This is an optimization exercise on Yosys and OpenROAD, whose aim is small area and a short achievable clock period, not a production implementation.
Where RTL was checked, it was by simulation tests only, not by an equivalence proof against the original.
Power and IR drop assume default switching activity.

Design region, start of the top module:
module region (
    input  logic                                     clk,
    input  logic                                     rst_n,
    input  logic [4-1:0]                re,
    input  logic [2*4-1:0]              rsel,
    input  logic [5*4-1:0] raddr,
    input  logic [4-1:0]                we,
    input  logic [2*4-1:0]              wsel,
    input  logic [5*4-1:0] waddr,
    input  logic [16*4-1:0] wdata,
    output logic [4-1:0]                rvalid,
    output logic [16*4-1:0] rdata,
    output logic                                     empty,
    output logic                                     almostfull
);
Size in the first run: roughly 3000 cells after synthesis, about 1200 flip-flops, about 200 I/O pins, roughly 0.044 mm^2 of cells after synthesis.
Settings: LEC_CHECK=0, CAP_MARGIN=20, CORE_MARGIN=2, CORE_UTILIZATION=40, SETUP_SLACK_MARGIN=1.7, SLEW_MARGIN=20; clock period 4.0 ns.
run.sh (not shown) runs the stock make flow with config.mk's settings and CLKGATE_MAP_FILE= SYNTH_SCRIPT=/design/flow/synth_recipe.tcl, a recipe that flattens the netlist after the stock synthesis.
The first run went through all stages and came out clean.
Edit:
==> flow/flow/run.sh (new file) <==
#!/bin/bash
# Layout flow: the standard ORFS flow (standard.sh), unchanged synthesis,
# with plain buffers on the ports instead of the delay cells buffer_ports
# picks by default. Each step's output goes to a log of its own here.
set -euo pipefail
export BUFFER_PORTS_ARGS="-buffer_cell sky130_fd_sc_hd__buf_2"
bash standard.sh synth > synth.log 2>&1
bash standard.sh floorplan > floorplan.log 2>&1
bash standard.sh place > place.log 2>&1
bash standard.sh cts > cts.log 2>&1
bash standard.sh route > route.log 2>&1
bash standard.sh finish > finish.log 2>&1
==> flow/standard.sh (new file) <==
#!/bin/bash
# synth_recipe.tcl (not shown) runs the flow's synth.tcl, then flattens the netlist and writes it again
# the make line also repeats each setting of config.mk as NAME=value (left out here)
make -C /OpenROAD-flow-scripts/flow DESIGN_CONFIG=/design/flow/config.mk WORK_HOME=/design/flow/orfs CLKGATE_MAP_FILE= SYNTH_SCRIPT=/design/flow/synth_recipe.tcl "${@:-finish}"
Settings changed: CORE_UTILIZATION 40 to 50, CTS_CLUSTER_DIAMETER from default to 80, CTS_CLUSTER_SIZE from default to 25, SETUP_SLACK_MARGIN 1.7 to 2.0.
removed: flow/run.sh
=> The changed run completed with no timing, DRC or antenna violations; via count falls by 2.5%; total power falls by about 13%; sequential cell count stays the same; worst setup slack improves by 78 ps; design area falls by 5.9%; utilization rises by 9.2 points; fmax rises by about 3.3%.
Edit:
==> flow/run.sh (new file) <==
#!/bin/bash
# synth_recipe.tcl (not shown) runs the flow's synth.tcl, then flattens the netlist and writes it again
# the make line also repeats each setting of config.mk as NAME=value (left out here)
make -C /OpenROAD-flow-scripts/flow DESIGN_CONFIG=/design/flow/config.mk WORK_HOME=/design/flow/orfs CLKGATE_MAP_FILE= SYNTH_SCRIPT=/design/flow/synth_recipe.tcl finish
Settings changed: CORE_UTILIZATION 50 to 45, SETUP_SLACK_MARGIN 2.0 to 1.75.
removed: flow/flow/run.sh
removed: flow/standard.sh
The new run finished with timing, DRC and antenna clean.
Synthesized area stays the same.
Synthesized cell count stays the same.
Power shrinks by 0.58%.
Edit:
==> flow/flow/run.sh (new file) <==
#!/bin/bash
# Layout flow: the standard ORFS flow (standard.sh), unchanged synthesis,
# with plain buffers on the ports instead of the delay cells buffer_ports
# picks by default. Each step's output goes to a log of its own here.
set -euo pipefail
export BUFFER_PORTS_ARGS="-buffer_cell sky130_fd_sc_hd__buf_2"
bash standard.sh synth > synth.log 2>&1
bash standard.sh floorplan > floorplan.log 2>&1
bash standard.sh place > place.log 2>&1
bash standard.sh cts > cts.log 2>&1
bash standard.sh route > route.log 2>&1
bash standard.sh finish > finish.log 2>&1
==> flow/standard.sh (new file) <==
#!/bin/bash
# synth_recipe.tcl (not shown) runs the flow's synth.tcl, then flattens the netlist and writes it again
# the make line also repeats each setting of config.mk as NAME=value (left out here)
make -C /OpenROAD-flow-scripts/flow DESIGN_CONFIG=/design/flow/config.mk WORK_HOME=/design/flow/orfs CLKGATE_MAP_FILE= SYNTH_SCRIPT=/design/flow/synth_recipe.tcl "${@:-finish}"
removed: flow/run.sh
What happened: Core utilization falls by 1.1 points; sequential power is about the same; setup slack improves by 65 ps; critical path depth increases by 1; die area does not change; cell count falls by 0.78%.


region, a different RTL version from the one above (not shown whole).
Size in the first run: roughly 1200 flip-flops, about 200 I/O pins.
export LEC_CHECK = 0
export CAP_MARGIN = 20
export CORE_MARGIN = 2
export CORE_UTILIZATION = 50
export CTS_CLUSTER_DIAMETER = 80
export CTS_CLUSTER_SIZE = 25
export SETUP_SLACK_MARGIN = 1.4
export SLEW_MARGIN = 20
export SYNTH_HIERARCHICAL = 1
create_clock -name core_clock -period 4.0 [get_ports {clk}]
standard.sh (not shown) runs the stock make flow with config.mk's settings and CLKGATE_MAP_FILE= SYNTH_SCRIPT=/design/flow/synth_recipe.tcl, a recipe that flattens the netlist after the stock synthesis.
==> flow/flow/run.sh <==
#!/bin/bash
# Layout flow: the standard ORFS flow (standard.sh), unchanged synthesis,
# with plain buffers on the ports instead of the delay cells buffer_ports
# picks by default. Each step's output goes to a log of its own here.
set -euo pipefail
export BUFFER_PORTS_ARGS="-buffer_cell sky130_fd_sc_hd__buf_2"
bash standard.sh synth > synth.log 2>&1
bash standard.sh floorplan > floorplan.log 2>&1
bash standard.sh place > place.log 2>&1
bash standard.sh cts > cts.log 2>&1
bash standard.sh route > route.log 2>&1
bash standard.sh finish > finish.log 2>&1
The baseline ran to the end with no violations.
Rerun with:
--- a/flow/flow/run.sh
+++ b/flow/flow/run.sh
@@ -2,7 +2,9 @@
 # Layout flow: the standard ORFS flow (standard.sh), unchanged synthesis,
 # with plain buffers on the ports instead of the delay cells buffer_ports
-# picks by default. Each step's output goes to a log of its own here.
+# picks by default, and a clock tree without dummy loads. Each step's output
+# goes to a log of its own here.
 set -euo pipefail
 export BUFFER_PORTS_ARGS="-buffer_cell sky130_fd_sc_hd__buf_2"
+export CTS_ARGS="-sink_clustering_enable -repair_clock_nets -sink_clustering_size 25 -sink_clustering_max_diameter 80 -dont_use_dummy_load"
 bash standard.sh synth > synth.log 2>&1
 bash standard.sh floorplan > floorplan.log 2>&1
Settings changed: SETUP_SLACK_MARGIN 1.4 to 1.8.
=> The new run completed without violations. Final cell count is lower by 0.90%. Routed wire length is higher by 1.6%. Setup slack gains 0.27 ns.
Rerun with:
==> flow/flow/run.sh (replaced) <==
#!/bin/bash
# Layout flow: the standard ORFS flow (standard.sh), unchanged synthesis,
# with plain buffers on the ports instead of the delay cells buffer_ports
# picks by default. Each step's output goes to a log of its own here.
set -euo pipefail
export BUFFER_PORTS_ARGS="-buffer_cell sky130_fd_sc_hd__buf_2"
bash standard.sh synth > synth.log 2>&1
bash standard.sh floorplan > floorplan.log 2>&1
bash standard.sh place > place.log 2>&1
bash standard.sh cts > cts.log 2>&1
bash standard.sh route > route.log 2>&1
bash standard.sh finish > finish.log 2>&1
Settings changed: SETUP_SLACK_MARGIN 1.8 to 2.3.
=>
- clock skew goes down by 0.018 ns
- non-clock buffer count goes up by 110
- via count goes up by 4.7%
- cell area goes up by 8.0%
- worst setup slack gains 0.021 ns
- total power goes up by 4.1%
- sequential cell count does not change
- core utilization goes up by 4.3 points
- die area is unchanged
- global-route usage goes up by 1.6 points
- register-to-register slack gains 0.23 ns
Rerun with:
--- a/flow/flow/run.sh
+++ b/flow/flow/run.sh
@@ -2,7 +2,9 @@
 # Layout flow: the standard ORFS flow (standard.sh), unchanged synthesis,
 # with plain buffers on the ports instead of the delay cells buffer_ports
-# picks by default. Each step's output goes to a log of its own here.
+# picks by default, and a clock tree without dummy loads. Each step's output
+# goes to a log of its own here.
 set -euo pipefail
 export BUFFER_PORTS_ARGS="-buffer_cell sky130_fd_sc_hd__buf_2"
+export CTS_ARGS="-sink_clustering_enable -repair_clock_nets -sink_clustering_size 25 -sink_clustering_max_diameter 80 -dont_use_dummy_load"
 bash standard.sh synth > synth.log 2>&1
 bash standard.sh floorplan > floorplan.log 2>&1
Settings changed: CORE_UTILIZATION 50 to 45, SETUP_SLACK_MARGIN 2.3 to 1.8.
After rerunning: Design area drops by 6.2%. First-iteration DRC count drops by 1.4%. Global-route usage drops by 2.9 points. Wire length drops by 1.8%. Sequential power hardly moves. Hold slack got worse by 0.038 ns.
No functional check of the RTL was part of any run of this note.


region again, from the RTL that the note above started with.
Settings: LEC_CHECK=0, CAP_MARGIN=20, CORE_MARGIN=2, CORE_UTILIZATION=50, CTS_CLUSTER_DIAMETER=80, CTS_CLUSTER_SIZE=25, SETUP_SLACK_MARGIN=1.8, SLEW_MARGIN=20, SYNTH_HIERARCHICAL=1; clock period 4.0 ns.
==> flow/flow/run.sh <==
#!/bin/bash
# Layout flow: the standard ORFS flow (standard.sh), unchanged synthesis,
# with plain buffers on the ports instead of the delay cells buffer_ports
# picks by default. Each step's output goes to a log of its own here.
set -euo pipefail
export BUFFER_PORTS_ARGS="-buffer_cell sky130_fd_sc_hd__buf_2"
bash standard.sh synth > synth.log 2>&1
bash standard.sh floorplan > floorplan.log 2>&1
bash standard.sh place > place.log 2>&1
bash standard.sh cts > cts.log 2>&1
bash standard.sh route > route.log 2>&1
bash standard.sh finish > finish.log 2>&1
==> next run, changes <==
- CORE_UTILIZATION: 50 -> 55
The changed run finished with timing, DRC and antenna clean.
Wire length grows by 0.96%.
Sequential share of layout area goes down by 0.11 points.
Die area fell by 9.0%.
No functional check of the RTL was part of any run of this note.


## run 1
Another version of the RTL of region (not shown whole).
Size: ~2,800 cells after synthesis, ~1,200 flip-flops, ~200 I/O pins.
==> flow/config.mk <==
export PLATFORM = sky130hd
export DESIGN_NAME = region
export DESIGN_NICKNAME = region
export VERILOG_FILES = /design/flow/design.v
export SDC_FILE = /design/flow/constraint.sdc
export NUM_CORES = 4
export LEC_CHECK = 0
export CAP_MARGIN = 20
export CORE_MARGIN = 2
export CORE_UTILIZATION = 50
export CTS_CLUSTER_DIAMETER = 70
export CTS_CLUSTER_SIZE = 20
export SETUP_SLACK_MARGIN = 1.9
export SLEW_MARGIN = 20
export SYNTH_HIERARCHICAL = 1
==> flow/constraint.sdc <==
create_clock -name core_clock -period 4.0 [get_ports {clk}]
set_input_delay 0.8000 -clock core_clock [delete_from_list [all_inputs] [get_ports {clk}]]
set_output_delay 0.8000 -clock core_clock [all_outputs]
set_load 0.01 [all_outputs]
==> flow/flow/run.sh <==
#!/bin/bash
# Layout flow: the standard ORFS flow (standard.sh), unchanged synthesis,
# with plain buffers on the ports instead of the delay cells buffer_ports
# picks by default, and a clock tree without dummy loads. Each step's output
# goes to a log of its own here.
set -euo pipefail
export BUFFER_PORTS_ARGS="-buffer_cell sky130_fd_sc_hd__buf_2"
export CTS_ARGS="-sink_clustering_enable -repair_clock_nets -sink_clustering_size 20 -sink_clustering_max_diameter 70 -dont_use_dummy_load"
bash standard.sh synth > synth.log 2>&1
bash standard.sh floorplan > floorplan.log 2>&1
bash standard.sh place > place.log 2>&1
bash standard.sh cts > cts.log 2>&1
bash standard.sh route > route.log 2>&1
bash standard.sh finish > finish.log 2>&1
diff inputs: run 1 => run 2
- a change of CTS_CLUSTER_SIZE from 20 to 25
- a change of CTS_CLUSTER_DIAMETER from 70 to 80
-- flow/flow/run.sh --
<<< run 1, line 6
set -euo pipefail
export BUFFER_PORTS_ARGS="-buffer_cell sky130_fd_sc_hd__buf_2"
export CTS_ARGS="-sink_clustering_enable -repair_clock_nets -sink_clustering_size 20 -sink_clustering_max_diameter 70 -dont_use_dummy_load"
bash standard.sh synth > synth.log 2>&1
bash standard.sh floorplan > floorplan.log 2>&1
>>> run 2, line 6
set -euo pipefail
export BUFFER_PORTS_ARGS="-buffer_cell sky130_fd_sc_hd__buf_2"
export CTS_ARGS="-sink_clustering_enable -repair_clock_nets -sink_clustering_size 25 -sink_clustering_max_diameter 80 -dont_use_dummy_load"
bash standard.sh synth > synth.log 2>&1
bash standard.sh floorplan > floorplan.log 2>&1
Notes after the runs:
Run 2 supports a lower top clock frequency than run 1.
Combined global-route utilization of all metal layers (lower): run 2
Run 1 → run 2: sequential cell area share saw an increase, worst hold slack saw an increase, number of nets in the layout saw a decrease, overall power consumption saw a decrease.
Run 2 against run 1; wire length on met3 is down by a few percent.
Compared with run 1, run 2 shows a lower final core utilization.
Looking only at routed wire length, and setting everything else aside, the higher value of run 1 and run 2 goes to run 1.
> inputs changed (run 2 -> run 3)
- SETUP_SLACK_MARGIN changed from 1.9 to 1.8
[summary]
Status | run 3 and run 2 | clean. The number of stages on the worst setup path of run 3 is higher than that of run 2. Compared with run 2, in run 3 routing usage on met3 now sits higher; clock insertion delay at the later pin of the skew report now sits at about the same level. As far as synthesized area goes, run 3 and run 2 are indistinguishable; the numbers are identical. Run 3 against run 2: final cell count did not really move; sequential share of layout area picked up an extra 0.49 points; first-pass GRT wire length flat; worst hold-check slack now sits lower; final standard cell area without fillers lower. Looking at relative contribution of the clock network to total power, run 3 sits above run 2. Higher synthesis-to-finish area growth among run 3 and run 2: run 2.

-- port drivers added, routing unchanged --
The flow's constraints put no driver on any port. The routed layouts listed below were extracted and timed again, unchanged, in two steps.
Step 1 (the two cells are an assumption about what drives the block):
set clk [get_ports {clk}]
set_driving_cell -lib_cell sky130_fd_sc_hd__clkbuf_16 $clk
set_driving_cell -lib_cell sky130_fd_sc_hd__buf_2 [delete_from_list [all_inputs] $clk]
Step 2 times the ports against the registers' clock, not the clock port: input delays grow and output delays shrink by t, the midpoint of the rising clock arrivals with the driver on.
Three values: no drivers, after step 1, after step 2; two values: the first two.
run | t, ns | slack for setup (ns) | worst register clock-pin slew, ns
the first run of note 1 | 0.782 | 1.559 / 1.573 / 0.791 | 0.07 / 0.07
the second run of note 1 | 0.738 | 1.637 / 1.645 / 0.907 | 0.11 / 0.11
the third run of note 1 | 0.750 | 1.517 / 1.565 / 0.816 | 0.11 / 0.11
the fourth run of note 1 | 0.744 | 1.582 / 1.606 / 0.861 | 0.10 / 0.10
the first run of note 2 | 0.720 | 1.485 / 1.422 / 0.809 | 0.10 / 0.10
the second run of note 2 | 0.709 | 1.759 / 1.689 / 1.064 | 0.10 / 0.10
the third run of note 2 | 0.704 | 1.779 / 1.714 / 1.196 | 0.10 / 0.10
the fourth run of note 2 | 0.732 | 1.702 / 1.630 / 0.992 | 0.10 / 0.10
the first run of note 3 | 0.724 | 1.760 / 1.691 / 1.083 | 0.10 / 0.10
the second run of note 3 | 0.737 | 1.764 / 1.691 / 1.027 | 0.10 / 0.10
run 1 | 0.663 | 1.816 / 1.747 / 1.254 | 0.08 / 0.08
run 2 | 0.673 | 1.785 / 1.716 / 1.235 | 0.10 / 0.10
run 3 | 0.672 | 1.765 / 1.707 / 1.125 | 0.10 / 0.10
After both steps every run listed still meets setup and hold. For the first run of note 1, which loses most, drivers alone change the setup slack by +0.014 ns; drivers and shift together by -0.768 ns.
